Context: an optimization exercise on an open-source flow, tuned for small area, a short achievable clock period and few clock cycles per item. The choices shown serve that exercise and are no tape-out recipe. In this exercise RTL edits were held to simulation tests only and were not proved equivalent to the original. Power and IR drop assume default switching activity.

## P
// attn_loader_top
module attn_loader_top (
    input  logic                      clk,
    input  logic                      rst,
    input  logic                      wb_cyc,
    input  logic                      wb_stb,
    input  logic                      wb_we,
    input  logic [8-1:0] wb_adr,
    input  logic [32-1:0]        wb_dat_w,
    output logic [32-1:0]        wb_dat_r,
    output logic                      wb_ack,
    output logic                      m_valid,
    output logic [32-1:0]        m_data,
    output logic                      m_last,
    output logic [3:0]                m_seg,
    input  logic                      ready
);
    logic                    st_we;
    logic [7-1:0] st_waddr;
    logic [32-1:0]      st_wdata;
    logic [7-1:0] rd_addr;
    logic [((2 * 2 * (2 / 2)) + 2 * (3 * (2 * 2 + 3 * 2) + 2))/2-1:0] rd_pair;
    logic [32-1:0]      rd_data;
    logic                    rd_final;
    logic                    ph;
    logic                    wr_busy;
    logic      start;
    host_pkg::head_cnt_t head_count;
    logic      busy;
    logic      done;
    logic      ld;
    logic      room;
    logic      finish;
    wb_host_regs u_host (
        .clk        (clk),
        .rst        (rst),
        .wb_cyc     (wb_cyc),
        .wb_stb     (wb_stb),
        .wb_we      (wb_we),
        .wb_adr     (wb_adr),
        .wb_dat_w   (wb_dat_w),
        .wb_dat_r   (wb_dat_r),
        .wb_ack     (wb_ack),
        .st_we      (st_we),
        .st_waddr   (st_waddr),
        .st_wdata   (st_wdata),
        .start      (start),
        .head_count (head_count),
        .busy       (busy),
        .done       (done)
    );
    tensor_store u_store (
        .clk     (clk),
        .rst     (rst),
        .we      (st_we),
        .load    (!wb_ack),
        .waddr   (st_waddr),
        .wdata   (st_wdata),
        .ph      (ph),
        .wr_busy (wr_busy),
        .rd_pair (rd_pair),
        .rd_data (rd_data)
    );
    segment_sequencer u_seq (
        .clk        (clk),
        .rst        (rst),
        .start      (start),
        .head_count (st_wdata[host_pkg::CTRL_COUNT_MSB:host_pkg::CTRL_COUNT_LSB]),
        .ph         (ph),
        .wr_busy    (wr_busy),
        .room       (room),
  ...
Settings: LEC_CHECK=0, CAP_MARGIN=20, CORE_MARGIN=2, CORE_UTILIZATION=60, CTS_CLUSTER_DIAMETER=150, CTS_CLUSTER_SIZE=25, PLACE_DENSITY=0.7, SETUP_SLACK_MARGIN=2.9, SLEW_MARGIN=20; clock period 5.0 ns.
run.sh (not shown) runs the stock make flow with config.mk's settings and CLKGATE_MAP_FILE= SYNTH_SCRIPT=/design/flow/synth_recipe.tcl, a recipe that flattens the netlist after the stock synthesis.
P | status: complete | timing, DRC, antenna: pass
Testbench counts of P, summed over its fixed seeds: cycles 7,582, words 7,328.
Input changes introduced in Q (baseline for comparison: P):
Settings: SETUP_SLACK_MARGIN changed from 2.9 to 2.7.
[summary]
- Changes observed in Q relative to P: static leakage power moved down, multi-input logic area moved down.
- Per the comparison of Q with P, global-route wire length before repair lower, headroom to the max-slew limit higher, global-route usage lower.
- Worst ir drop on vdd: Q better than P
- Re total power: Q is 0.00025 W down on P.
- Q vs P: net switching component of the power down in Q
- Of Q and P, it is Q that has the lower met3 track demand over resource in global routing.
- | finished layout cell area | Q vs P | 7300 um2 lower |

========
Starting RTL as in the previous note.
Settings: LEC_CHECK=0, CAP_MARGIN=20, CORE_MARGIN=2, CORE_UTILIZATION=70, CTS_CLUSTER_DIAMETER=150, CTS_CLUSTER_SIZE=25, PLACE_DENSITY=0.8, SETUP_SLACK_MARGIN=2.8, SLEW_MARGIN=20; clock period 5.0 ns.
The first run finished with timing, DRC and antenna clean.
Testbench counts at the start, summed over its fixed seeds: cycles 7,582, words 7,328.
==> next run, changes <==
- CORE_UTILIZATION: 70 -> 60
- CTS_CLUSTER_SIZE: 25 -> 28
- PLACE_DENSITY: 0.8 -> 0.7
After rerunning: The new run went through all stages and came out clean; global-route usage falls by 5.5 points; wire length falls by 4.5%; total power falls by 1.6%; worst hold slack improves by 0.0051 ns; cell area falls by 1.4%; fmax rises by 7.4%.
==> next run, changes <==
- CTS_CLUSTER_SIZE: 28 -> 25
- TNS_END_PERCENT: unset -> 10
Result: Total power increases by 1.7%. Worst setup slack got worse by 0.081 ns. Cell count barely changes. First-iteration DRC count decreases by 9.8%. Routed wire length decreases by 1.9%. Die area does not change. Hold slack got worse by 0.0072 ns. Clock-buffer cell count increases by 14. Sequential power is about the same. Non-clock buffer count decreases by 18. Sequential share of layout area increases by 0.18 points.
==> next run, changes <==
- TNS_END_PERCENT: 10 -> unset
Outcome: Total power hardly moves; combinational power climbs by about 3%; fmax went up by 3.6%; via count came out higher by 0.78%; final cell count barely changes; routed wire length came out higher by 1.6%; synthesized area is unchanged.

========
Another version of the RTL of attn_loader_top (not shown whole).
Size: about 0.068 mm^2 of cells after synthesis.
clock: 5.0 ns
lec_check: 0
cap_margin: 20
core_margin: 2
core_utilization: 50
setup_slack_margin: 2.9
slew_margin: 20
The starting point passed the timing, DRC and antenna checks.
Testbench counts at the start, summed over its fixed seeds: cycles 7,582, words 7,328.
Next try:
CORE_UTILIZATION = 60   (was 50)
PLACE_DENSITY = 0.7   (was unset)
SETUP_SLACK_MARGIN = 2.6   (was 2.9)
Core utilization increases by 3.9 points.
Non-clock buffer count decreases by 316.
Setup slack is better by 95 ps.
Sequential share of layout area increases by 7.0 points.
Maximum frequency increases by 3.8%.
Count of clock-buffer cells in the layout decreases by 3.
Combinational power decreases by 26%.
Final cell count decreases by 8.7%.
Clock skew decreases by 17 ps.
Die area decreases by about 16%.

========
## lane 4
Another version of the RTL of attn_loader_top (not shown whole).
For scale: roughly 4800 cells after synthesis, roughly 2300 flip-flops.
## attn_loader_top
module attn_loader_top (
    input  logic                      clk,
    input  logic                      rst,
    input  logic                      wb_cyc,
    input  logic                      wb_stb,
    input  logic                      wb_we,
    input  logic [8-1:0] wb_adr,
    input  logic [32-1:0]        wb_dat_w,
    output logic [32-1:0]        wb_dat_r,
    output logic                      wb_ack,
    output logic                      m_valid,
    output logic [32-1:0]        m_data,
    output logic                      m_last,
    output logic [3:0]                m_seg,
    input  logic                      ready
);
    logic                    st_we;
    logic [7-1:0] st_waddr;
    logic [32-1:0]      st_wdata;
    logic [7-1:0] rd_addr;
    logic [((2 * 2 * (2 / 2)) + 2 * (3 * (2 * 2 + 3 * 2) + 2))/2-1:0] rd_pair;
    logic [32-1:0]      rd_data;
    logic                    rd_final;
    logic                    ph;
    logic                    wr_busy;
  ...
export LEC_CHECK = 0
export CAP_MARGIN = 20
export CORE_MARGIN = 2
export CORE_UTILIZATION = 60
export CTS_CLUSTER_DIAMETER = 150
export CTS_CLUSTER_SIZE = 25
export PLACE_DENSITY = 0.7
export SETUP_SLACK_MARGIN = 2.6
export SLEW_MARGIN = 20
create_clock -name core_clock -period 5.0 [get_ports {clk}]
Both conditions hold for lane 4: the flow ran to the end and the final layout passed the timing, DRC and antenna checks.
Testbench counts of lane 4, summed over its fixed seeds: cycles 7,582, words 7,328.
#### Input delta (lane 3 over lane 4)
- removing CTS_CLUSTER_DIAMETER (formerly 150)
- removing CTS_CLUSTER_SIZE (formerly 25)
[summary]
Lane 4 -> lane 3: wire length after detailed routing increased by a few percent
Number of storage elements in the synthesis netlist: lane 3 vs lane 4 — no meaningful difference
Lane 3 reports its startpoint of the most critical setup path as u_store.w_pair[3]$_DFFE_PN_ while lane 4 reports wb_cyc.
Lane 3 — worst setup slack 14 ps higher, lane 4 as reference
Delta (lane 3 minus lane 4): detailed-route wire length per cell saw a decrease, critical path required time now sits higher, area used by multi-input combinational logic essentially unchanged, design area picked up an extra 4200 sq um.

========
Another version of the RTL of attn_loader_top (not shown whole).
Size: about 4700 cells after synthesis, roughly 2300 flip-flops, about 68000 sq um of cells after synthesis.
make LEC_CHECK=0 CAP_MARGIN=20 CORE_MARGIN=2 CORE_UTILIZATION=60 CTS_CLUSTER_DIAMETER=150 CTS_CLUSTER_SIZE=25 PLACE_DENSITY=0.7 SETUP_SLACK_MARGIN=2.8 SLEW_MARGIN=20 TNS_END_PERCENT=10 finish   # period 5.0 ns
The first run produced a clean layout.
Testbench counts at the start, summed over its fixed seeds: cycles 7,582, words 7,328.
==> next run, changes <==
--- a/flow/config.mk
+++ b/flow/config.mk
@@ -15,2 +15 @@
 export SLEW_MARGIN = 20
-export TNS_END_PERCENT = 10
Total power is about the same.
Non-clock buffer count rises by 126.
Worst setup slack gains 220 ps.
Synthesized cell count does not change.
Hold slack degrades by 9.0 ps.
Utilization grows by 2.6 points.
Area after synthesis does not change.
Global-route usage came out higher by 1.8 points.
Die area is unchanged.
Routed wire length rose by roughly a tenth.

## what the ideal ports hide
How much do the figures lean on ideal ports? The routed layouts below were timed once more, with nothing changed but the port constraints.
Step 1, drivers: a clkbuf_16 drives clk and a buf_2 each remaining input, both assumed.
Step 2 moves the port delays by t, midway between the first and last clock arrival at a register: inputs arrive t later, outputs are due t later. That takes back most of the time a late clock gives input paths.
a / b / c = no drivers / after step 1 / after step 2; a / b = the first two.
run | t, ns | slack for setup (ns) | worst hold slack (ns) | worst setup path after step 2 | worst data-port slew with drivers (ns)
P | 0.832 | 2.430 / 2.430 / 2.058 | 0.307 / 0.307 / 0.307 | input to register | 0.05
Q | 0.803 | 2.637 / 2.558 / 2.003 | 0.306 / 0.306 / 0.306 | input to register | 0.05
the first run of note 2 | 0.798 | 2.460 / 2.460 / 1.892 | 0.312 / 0.312 / 0.312 | input to register | 0.05
the second run of note 2 | 0.786 | 2.635 / 2.559 / 2.035 | 0.317 / 0.317 / 0.317 | input to register | 0.06
the third run of note 2 | 0.806 | 2.554 / 2.521 / 1.968 | 0.310 / 0.310 / 0.310 | input to register | 0.06
the fourth run of note 2 | 0.802 | 2.640 / 2.560 / 2.045 | 0.310 / 0.310 / 0.310 | input to register | 0.05
the first run of note 3 | 0.916 | 2.414 / 2.414 / 1.579 | 0.314 / 0.314 / 0.314 | input to register | 0.08
the second run of note 3 | 0.867 | 2.509 / 2.524 / 1.700 | 0.311 / 0.311 / 0.311 | input to register | 0.09
lane 4 | 0.799 | 2.560 / 2.563 / 1.810 | 0.319 / 0.319 / 0.319 | input to register | 0.05
lane 3 | 0.875 | 2.574 / 2.534 / 1.848 | 0.307 / 0.307 / 0.307 | input to register | 0.05
the first run of note 5 | 0.803 | 2.477 / 2.477 / 1.864 | 0.321 / 0.321 / 0.321 | input to register | 0.05
the second run of note 5 | 0.787 | 2.700 / 2.638 / 2.038 | 0.312 / 0.312 / 0.312 | input to register | 0.03
After both steps setup and hold are still met in every run listed. For the first run of note 3, which loses most, drivers alone change the setup slack by 0.000 ns; drivers and shift together by -0.835 ns.
